Background: an optimization exercise with open tools, aiming at small area, a short achievable clock period and few clock cycles per item. Do not read the settings as production practice. The RTL was checked by simulation tests, not by an equivalence proof against the original design. Power is estimated from default activity; no workload was simulated.

## JK
==> flow/design.v (excerpt) <==
module sfu_stream #(
  parameter int LANES      = 16,
  parameter int IN_W       = 8,
  parameter int DATA_W     = 16,
  parameter int FRAC_SHIFT = 4,
  parameter int CNT_W      = 16
) (
  input  logic                    clk,
  input  logic                    rst_n,
  input  logic                    in_valid,
  output logic                    in_ready,
  input  logic [LANES*IN_W-1:0]   in_q,
  input  logic [LANES-1:0]        in_obm,
  input  logic [LANES*DATA_W-1:0] in_odelta,
  input  logic [LANES-1:0]        in_sign,
  input  logic [LANES*DATA_W-1:0] in_xprev,
  input  logic                    in_last,
  input  logic                    cfg_relu_en,
  output logic                    out_valid,
  input  logic                    out_ready,
  output logic [LANES*DATA_W-1:0] out_x,
  output logic [LANES*DATA_W-1:0] out_relu,
  output logic [LANES-1:0]        out_ovf,
  output logic [LANES-1:0]        out_sat,
  output logic                    out_last,
  output logic                    tile_done,
  input  logic                    stat_clr,
  output logic [CNT_W-1:0]        stat_outliers,
  output logic [CNT_W-1:0]        stat_err,
  output logic [CNT_W-1:0]        stat_sat
);
Size in the first run: ~3200 cells after synthesis, ~610 flip-flops, roughly 1300 I/O pins, about 0.037 mm² of cells after synthesis.
clock: 8.0 ns
lec_check: 0
cap_margin: 20
core_area: 5 5 395 395
die_area: 0 0 400 400
setup_slack_margin: 4.3
slew_margin: 20
standard.sh (not shown) runs the stock make flow with config.mk's settings and CLKGATE_MAP_FILE= SYNTH_SCRIPT=/design/flow/synth_recipe.tcl, a recipe that flattens the netlist after the stock synthesis.
==> flow/flow/run.sh <==
#!/bin/bash
# The standard layout, with each port buffered by a minimum-size buffer (buf_1) instead of the
# delay buffer buffer_ports picks by default; timing repair still resizes any that need it.
set -euo pipefail
export BUFFER_PORTS_ARGS="-buffer_cell sky130_fd_sc_hd__buf_1"
bash standard.sh > standard.log 2>&1
JK reached the end of the flow, and the finished layout is clean on the timing, design-rule and antenna checks.
Testbench counts of JK, summed over its fixed seeds: cycles 9,616, items 9,600.
What MS does differently from JK at the input level:
==> flow/run.sh (new file) <==
#!/bin/bash
# synth_recipe.tcl (not shown) runs the flow's synth.tcl, then flattens the netlist and writes it again
# the make line also repeats each setting of config.mk as NAME=value (left out here)
make -C /OpenROAD-flow-scripts/flow DESIGN_CONFIG=/design/flow/config.mk WORK_HOME=/design/flow/orfs CLKGATE_MAP_FILE= SYNTH_SCRIPT=/design/flow/synth_recipe.tcl finish
removed: flow/flow/run.sh
removed: flow/standard.sh
Results
- From JK to MS the numbers moved as follows: portion of the layout cell area used by clock cells moved down; final wirelength now larger; vias per cell comparable; count of sequential standard cells held; synthesized cell count stayed essentially flat.

---

Setup of lane 1:
Another version of the RTL of sfu_stream (not shown whole).
Size: roughly 640 flip-flops, roughly 0.037 mm² of cells after synthesis.
Settings: LEC_CHECK=0, CAP_MARGIN=20, CORE_AREA=5 5 365 365, CTS_BUF_LIST=sky130_fd_sc_hd__clkbuf_4 sky130_fd_sc_hd__clkbuf_8, CTS_CLUSTER_DIAMETER=40, CTS_CLUSTER_SIZE=10, DIE_AREA=0 0 370 370, GPL_ROUTABILITY_DRIVEN=0, SETUP_SLACK_MARGIN=4.3, SLEW_MARGIN=20; clock period 8.0 ns.
==> flow/flow/run.sh <==
#!/bin/bash
# The standard layout, with each port buffered by a minimum-size buffer (buf_1) instead of the
# delay buffer buffer_ports picks by default; timing repair still resizes any that need it.
set -euo pipefail
export BUFFER_PORTS_ARGS="-buffer_cell sky130_fd_sc_hd__buf_1"
bash standard.sh > standard.log 2>&1
Testbench counts of lane 1, summed over its fixed seeds: cycles 9,632, items 9,600.
Modified inputs, lane 2 compared to lane 1
--- a/flow/config.mk
+++ b/flow/config.mk
@@ -11,2 +10,0 @@
-export CTS_CLUSTER_DIAMETER = 40
-export CTS_CLUSTER_SIZE = 10
@@ -14,2 +12 @@
-export GPL_ROUTABILITY_DRIVEN = 0
-export SETUP_SLACK_MARGIN = 4.3
+export SETUP_SLACK_MARGIN = 4.5
## What came out
Across lane 1 and lane 2, none had a timing, DRC or antenna violation.
Number of standard cells in the layout, taps in and fillers out: lane 2 vs lane 1 up 2.6%
Against lane 1 as the reference, lane 2 delivers a higher wire length on met2.
Lane 2 vs lane 1 — number of inserted filler cells in the final layout dropped by a few percent
Comparing lane 1 and lane 2, total power divided by cell area is higher on lane 1.
From lane 1 to lane 2 the numbers moved as follows: count of buffer and inverter cells on the critical path has increased; antenna diode instance count now larger; worst hold margin did not really move; worst path setup slack after routing saw an increase; clock-buffer cell count moved up.
Number of multi-input logic gates: lane 2 vs lane 1 up about 0.6%
Between lane 1 and lane 2, the flow reports final area increasing by a little under 10%.
Relative to lane 2, the following input files were edited for lane 3:
--- a/flow/config.mk
+++ b/flow/config.mk
@@ -10,0 +11,2 @@
+export CTS_CLUSTER_DIAMETER = 40
+export CTS_CLUSTER_SIZE = 10
@@ -12 +14 @@
-export SETUP_SLACK_MARGIN = 4.5
+export SETUP_SLACK_MARGIN = 4.3
Findings:
- Lane 3 | status: complete | timing, DRC, antenna: pass
- Lane 2: flow completed, timing, DRC and antenna clean
- Delta(worst hold slack, lane 3 - lane 2) > 0
- Required time of the critical path: lane 3 higher than lane 2
- Looking at critical path's slowest cell, the sky130_fd_sc_hd__mux2i_1 result is from lane 3; the sky130_fd_sc_hd__ha_1 one comes from lane 2.
- Global-route usage: lower on lane 3
- When lane 3 is set beside lane 2, its total CTS buffers turns out to be about 2.6% larger.
- Sort lane 2 and lane 3 by buffers plus inverters on the worst setup path, ascending, and lane 3 comes first.
- On portion of the clock cycle consumed by the worst path in the final layout: lane 3 sits above lane 2.
- The lower clock buffer and inverter area fraction after layout of lane 2 and lane 3 is in lane 2.
- Lane 3 vs lane 2: core utilization down
- Cell count (higher): lane 2
- Taking lane 2 as the reference, in lane 3 final total power increased 1.1%, wire length has decreased.
Input changes introduced in lane 4 (baseline for comparison: lane 3):
--- a/flow/config.mk
+++ b/flow/config.mk
@@ -11,2 +10,0 @@
-export CTS_CLUSTER_DIAMETER = 40
-export CTS_CLUSTER_SIZE = 10
@@ -13,0 +12 @@
+export GPL_ROUTABILITY_DRIVEN = 0
Findings:
Lane 4 ended up with a lower share of the core filled with cells in the final layout than lane 3 did.
For clock-pin transition on the worst setup and hold timing paths, lane 4 and lane 3 come out practically identical.
In the flow results for lane 3 and lane 4, the final-layout clock-cell area share is larger on lane 3.

---

Starting RTL as in the previous note.
Settings: LEC_CHECK=0, CAP_MARGIN=20, CORE_AREA=5 5 365 365, CTS_BUF_LIST=sky130_fd_sc_hd__clkbuf_4 sky130_fd_sc_hd__clkbuf_8, DIE_AREA=0 0 370 370, GPL_ROUTABILITY_DRIVEN=0, SETUP_SLACK_MARGIN=4.2, SLEW_MARGIN=20; clock period 8.0 ns.
Scripts as last shown in full above: flow/flow/run.sh
The first run produced a clean layout.
Testbench counts at the start, summed over its fixed seeds: cycles 9,632, items 9,600.
Rerun with:
--- a/flow/config.mk
+++ b/flow/config.mk
@@ -8,7 +8,5 @@
 export CAP_MARGIN = 20
 export CORE_AREA = 5 5 365 365
-export CTS_BUF_LIST = sky130_fd_sc_hd__clkbuf_4 sky130_fd_sc_hd__clkbuf_8
 export DIE_AREA = 0 0 370 370
-export GPL_ROUTABILITY_DRIVEN = 0
-export SETUP_SLACK_MARGIN = 4.2
+export SETUP_SLACK_MARGIN = 4.3
 export SLEW_MARGIN = 20
The new run finished clean.
Global-route usage increases by 0.62 points.
Sequential cell count is unchanged.
Sequential share of layout area decreases by 1.2 points.
Final area increases by about 3%.
Die area stays the same.
Core utilization increases by 1.2 points.

---

Setup of wip/onyx:
sfu_stream again, from the RTL that the note above started with.
## sfu_stream
module sfu_stream #(
  parameter int LANES      = 16,
  parameter int IN_W       = 8,
  parameter int DATA_W     = 16,
  parameter int FRAC_SHIFT = 4,
  parameter int CNT_W      = 16
) (
  input  logic                    clk,
  input  logic                    rst_n,
  input  logic                    in_valid,
  output logic                    in_ready,
  input  logic [LANES*IN_W-1:0]   in_q,
  input  logic [LANES-1:0]        in_obm,
  input  logic [LANES*DATA_W-1:0] in_odelta,
  input  logic [LANES-1:0]        in_sign,
  input  logic [LANES*DATA_W-1:0] in_xprev,
  input  logic                    in_last,
  input  logic                    cfg_relu_en,
  output logic                    out_valid,
  input  logic                    out_ready,
  output logic [LANES*DATA_W-1:0] out_x,
  output logic [LANES*DATA_W-1:0] out_relu,
  output logic [LANES-1:0]        out_ovf,
  output logic [LANES-1:0]        out_sat,
  output logic                    out_last,
  output logic                    tile_done,
  input  logic                    stat_clr,
  output logic [CNT_W-1:0]        stat_outliers,
  output logic [CNT_W-1:0]        stat_err,
  output logic [CNT_W-1:0]        stat_sat
);
export LEC_CHECK = 0
export CAP_MARGIN = 20
export CORE_AREA = 5 5 355 355
export DIE_AREA = 0 0 360 360
export PLACE_DENSITY = 0.75
export SETUP_SLACK_MARGIN = 4.3
export SLEW_MARGIN = 20
create_clock -name core_clock -period 8.0 [get_ports {clk}]
Scripts as last shown in full above: flow/flow/run.sh
Testbench counts of wip/onyx, summed over its fixed seeds: cycles 9,632, items 9,600.
Relative to wip/onyx, the following input files were edited for wip/yarrow:
# wip/onyx
export LEC_CHECK = 0
export CAP_MARGIN = 20
export CORE_AREA = 5 5 355 355
export DIE_AREA = 0 0 360 360
export PLACE_DENSITY = 0.75
export SETUP_SLACK_MARGIN = 4.3
export SLEW_MARGIN = 20
create_clock -name core_clock -period 8.0 [get_ports {clk}]
# wip/yarrow
export LEC_CHECK = 0
export CAP_MARGIN = 20
export CORE_AREA = 5 5 365 365
export CTS_BUF_LIST = sky130_fd_sc_hd__clkbuf_4 sky130_fd_sc_hd__clkbuf_8
export DIE_AREA = 0 0 370 370
export GPL_ROUTABILITY_DRIVEN = 0
export SETUP_SLACK_MARGIN = 4.4
export SLEW_MARGIN = 20
create_clock -name core_clock -period 8.0 [get_ports {clk}]
### Flow results
No stage failed in wip/yarrow, and the final checks on the layout all came back clean.
Status: clock slew at the register clock pins of the worst setup and hold paths parity (wip/onyx, wip/yarrow)
As far as number of multi-input logic gates is concerned, wip/onyx and wip/yarrow perform about the same.
Across both runs, slew of the pin with the lowest slew margin was higher for wip/yarrow than for wip/onyx.
Count of cell instances traversed by the critical path down 2 in wip/yarrow wrt wip/onyx
In the reports for wip/yarrow and wip/onyx, the larger layout cell share with drive strength beyond 1 belongs to wip/yarrow.
[wip/yarrow vs wip/onyx] critical-path maximum fanout: higher in wip/yarrow
Taking wip/yarrow as 1.0, wip/onyx lands at 1.6 on post-CTS setup buffer count.
For wip/willow, these inputs were changed with respect to wip/yarrow:
# wip/yarrow
export LEC_CHECK = 0
export CAP_MARGIN = 20
export CORE_AREA = 5 5 365 365
export CTS_BUF_LIST = sky130_fd_sc_hd__clkbuf_4 sky130_fd_sc_hd__clkbuf_8
export DIE_AREA = 0 0 370 370
export GPL_ROUTABILITY_DRIVEN = 0
export SETUP_SLACK_MARGIN = 4.4
export SLEW_MARGIN = 20
create_clock -name core_clock -period 8.0 [get_ports {clk}]
# wip/willow
export LEC_CHECK = 0
export CAP_MARGIN = 20
export CORE_AREA = 5 5 365 365
export CTS_BUF_LIST = sky130_fd_sc_hd__clkbuf_4 sky130_fd_sc_hd__clkbuf_8
export DIE_AREA = 0 0 370 370
export SETUP_SLACK_MARGIN = 4.3
export SLEW_MARGIN = 20
create_clock -name core_clock -period 8.0 [get_ports {clk}]
Findings:
- wip/yarrow reached the final stage; the timing, design-rule and antenna checks on its layout passed.
- wip/willow closes out successfully: all stages finished, all timing, DRC and antenna checks passed.
- In wip/willow, the worst setup slack came out 0.13 ns below the value in wip/yarrow.
- Diff wip/yarrow..wip/willow | number of combinational gates with multiple inputs | negligible
- wip/willow against wip/yarrow: total count of hold-check failures in the final report ~0 delta; synthesized cell count about even; internal power of the cells has decreased; proportion of final cell area spent on non-clock buffers lost 0.98 points.
- Share of power burned in combinational logic, wip/willow and wip/yarrow: lower on wip/willow
- | number of buffers other than clock buffers in the final layout | wip/willow vs wip/yarrow | 38 lower |
- wip/willow against wip/yarrow: via count fell by 637; HPWL after detailed placement increased about 1.5%.
- Power: wip/willow vs wip/yarrow down 120 uW
[inputs] wip/fjord vs wip/willow
# wip/willow
export LEC_CHECK = 0
export CAP_MARGIN = 20
export CORE_AREA = 5 5 365 365
export CTS_BUF_LIST = sky130_fd_sc_hd__clkbuf_4 sky130_fd_sc_hd__clkbuf_8
export DIE_AREA = 0 0 370 370
export SETUP_SLACK_MARGIN = 4.3
export SLEW_MARGIN = 20
create_clock -name core_clock -period 8.0 [get_ports {clk}]
# wip/fjord
export LEC_CHECK = 0
export CAP_MARGIN = 20
export CORE_AREA = 5 5 365 365
export CTS_BUF_LIST = sky130_fd_sc_hd__clkbuf_2 sky130_fd_sc_hd__clkbuf_4
export DIE_AREA = 0 0 370 370
export SETUP_SLACK_MARGIN = 4.3
export SLEW_MARGIN = 20
create_clock -name core_clock -period 8.0 [get_ports {clk}]
Results
Higher total power goes to wip/fjord over wip/willow.
Diff wip/fjord..wip/willow | global placer's final weighted congestion | negligible
Against wip/willow as the reference, wip/fjord delivers a lower detailed-route wire length per cell.
Measured against each other, wip/willow and wip/fjord differ in ratio of final minimum period to clock period, the higher figure coming from wip/fjord.
### wip/fjord -> wip/zinc
# wip/fjord
export LEC_CHECK = 0
export CAP_MARGIN = 20
export CORE_AREA = 5 5 365 365
export CTS_BUF_LIST = sky130_fd_sc_hd__clkbuf_2 sky130_fd_sc_hd__clkbuf_4
export DIE_AREA = 0 0 370 370
export SETUP_SLACK_MARGIN = 4.3
export SLEW_MARGIN = 20
create_clock -name core_clock -period 8.0 [get_ports {clk}]
# wip/zinc
export LEC_CHECK = 0
export CAP_MARGIN = 20
export CORE_AREA = 5 5 365 365
export CTS_BUF_LIST = sky130_fd_sc_hd__clkbuf_4 sky130_fd_sc_hd__clkbuf_8
export DIE_AREA = 0 0 370 370
export SETUP_SLACK_MARGIN = 4.1
export SLEW_MARGIN = 20
create_clock -name core_clock -period 8.0 [get_ports {clk}]
Notes after the runs:
Compared to wip/fjord, wip/zinc shows a wider setup margin. Compared with wip/fjord, wip/zinc shows clock buffer count in the final layout lower by 99. Summary: via count, wip/zinc better than wip/fjord. Higher area overhead of the layout relative to synthesis among wip/fjord and wip/zinc: wip/fjord. Status: placed instance area parity (wip/fjord, wip/zinc). Max-slew violation count of wip/zinc is on par with wip/fjord.

---

Another version of the RTL of sfu_stream (not shown whole).
Size in the first run: ~1300 I/O pins.
==> flow/config.mk <==
export PLATFORM = sky130hd
export DESIGN_NAME = sfu_stream
export DESIGN_NICKNAME = sfu_stream
export VERILOG_FILES = /design/flow/design.v
export SDC_FILE = /design/flow/constraint.sdc
export NUM_CORES = 4
export LEC_CHECK = 0
export CAP_MARGIN = 20
export CORE_AREA = 5 5 365 365
export DIE_AREA = 0 0 370 370
export SETUP_SLACK_MARGIN = 4.3
export SLEW_MARGIN = 20
export TNS_END_PERCENT = 0
==> flow/constraint.sdc <==
create_clock -name core_clock -period 8.0 [get_ports {clk}]
set_input_delay 1.6000 -clock core_clock [delete_from_list [all_inputs] [get_ports {clk}]]
set_output_delay 1.6000 -clock core_clock [all_outputs]
set_load 0.01 [all_outputs]
Scripts as last shown in full above: flow/flow/run.sh
Testbench counts at the start, summed over its fixed seeds: cycles 9,632, items 9,600.
Change:
- CTS_BUF_LIST: default -> sky130_fd_sc_hd__clkbuf_4 sky130_fd_sc_hd__clkbuf_8
- GPL_ROUTABILITY_DRIVEN: default -> 0
- TNS_END_PERCENT: 0 -> default
Final area rose by about 2%.
Sequential power is about the same.
Via count increases by 0.45%.
Count of clock-buffer cells in the layout went up by 39.
Utilization rises by 0.78 points.
Clock skew climbs by 0.029 ns.
Fmax increases by about 13%.
Setup slack is better by 0.50 ns.
Flip-flop and latch count stays the same.
Total power went down by 2.6%.

[static timing again, ports no longer ideal]
How much do the figures lean on ideal ports? The routed layouts below were timed once more, with nothing changed but the port constraints. Step 1: set_driving_cell puts a clkbuf_16 on clk and a buf_2 on each other input, an assumption about the parent block. Step 2 also shifts input and output timing later by t, the mid clock arrival at the registers, as if the neighbouring blocks saw the same clock. Slacks: ideal ports / drivers / drivers and shift; pairs: ideal ports / drivers.
run | t, ns | setup WS [ns] | latest minus earliest clock arrival (ns)
JK | 0.736 | 3.446 / 3.446 / 2.787 | 0.045 / 0.045
MS | 0.740 | 3.479 / 3.455 / 2.715 | 0.044 / 0.044
lane 1 | 0.891 | 4.283 / 4.078 / 3.187 | 0.066 / 0.066
lane 2 | 0.881 | 4.329 / 4.155 / 3.274 | 0.092 / 0.092
lane 3 | 0.883 | 4.268 / 4.123 / 3.240 | 0.080 / 0.080
lane 4 | 0.861 | 4.285 / 4.106 / 3.245 | 0.059 / 0.060
the first run of note 3 | 0.873 | 4.196 / 4.129 / 3.256 | 0.078 / 0.078
the second run of note 3 | 0.730 | 4.168 / 3.985 / 3.255 | 0.035 / 0.035
wip/onyx | 0.740 | 4.094 / 3.964 / 3.224 | 0.034 / 0.034
wip/yarrow | 0.863 | 4.344 / 4.123 / 3.260 | 0.059 / 0.060
wip/willow | 0.885 | 4.212 / 4.125 / 3.240 | 0.076 / 0.076
wip/fjord | 1.176 | 4.067 / 4.000 / 3.096 | 0.097 / 0.097
wip/zinc | 0.903 | 4.096 / 4.093 / 3.234 | 0.086 / 0.086
the first run of note 5 | 0.754 | 3.783 / 3.725 / 3.086 | 0.049 / 0.050
the second run of note 5 | 0.863 | 4.282 / 4.212 / 3.475 | 0.089 / 0.089
After both steps setup and hold are still met in every run listed. The setup slack of lane 1, which loses most, moves by -0.205 ns with the drivers and by -1.096 ns with both steps.
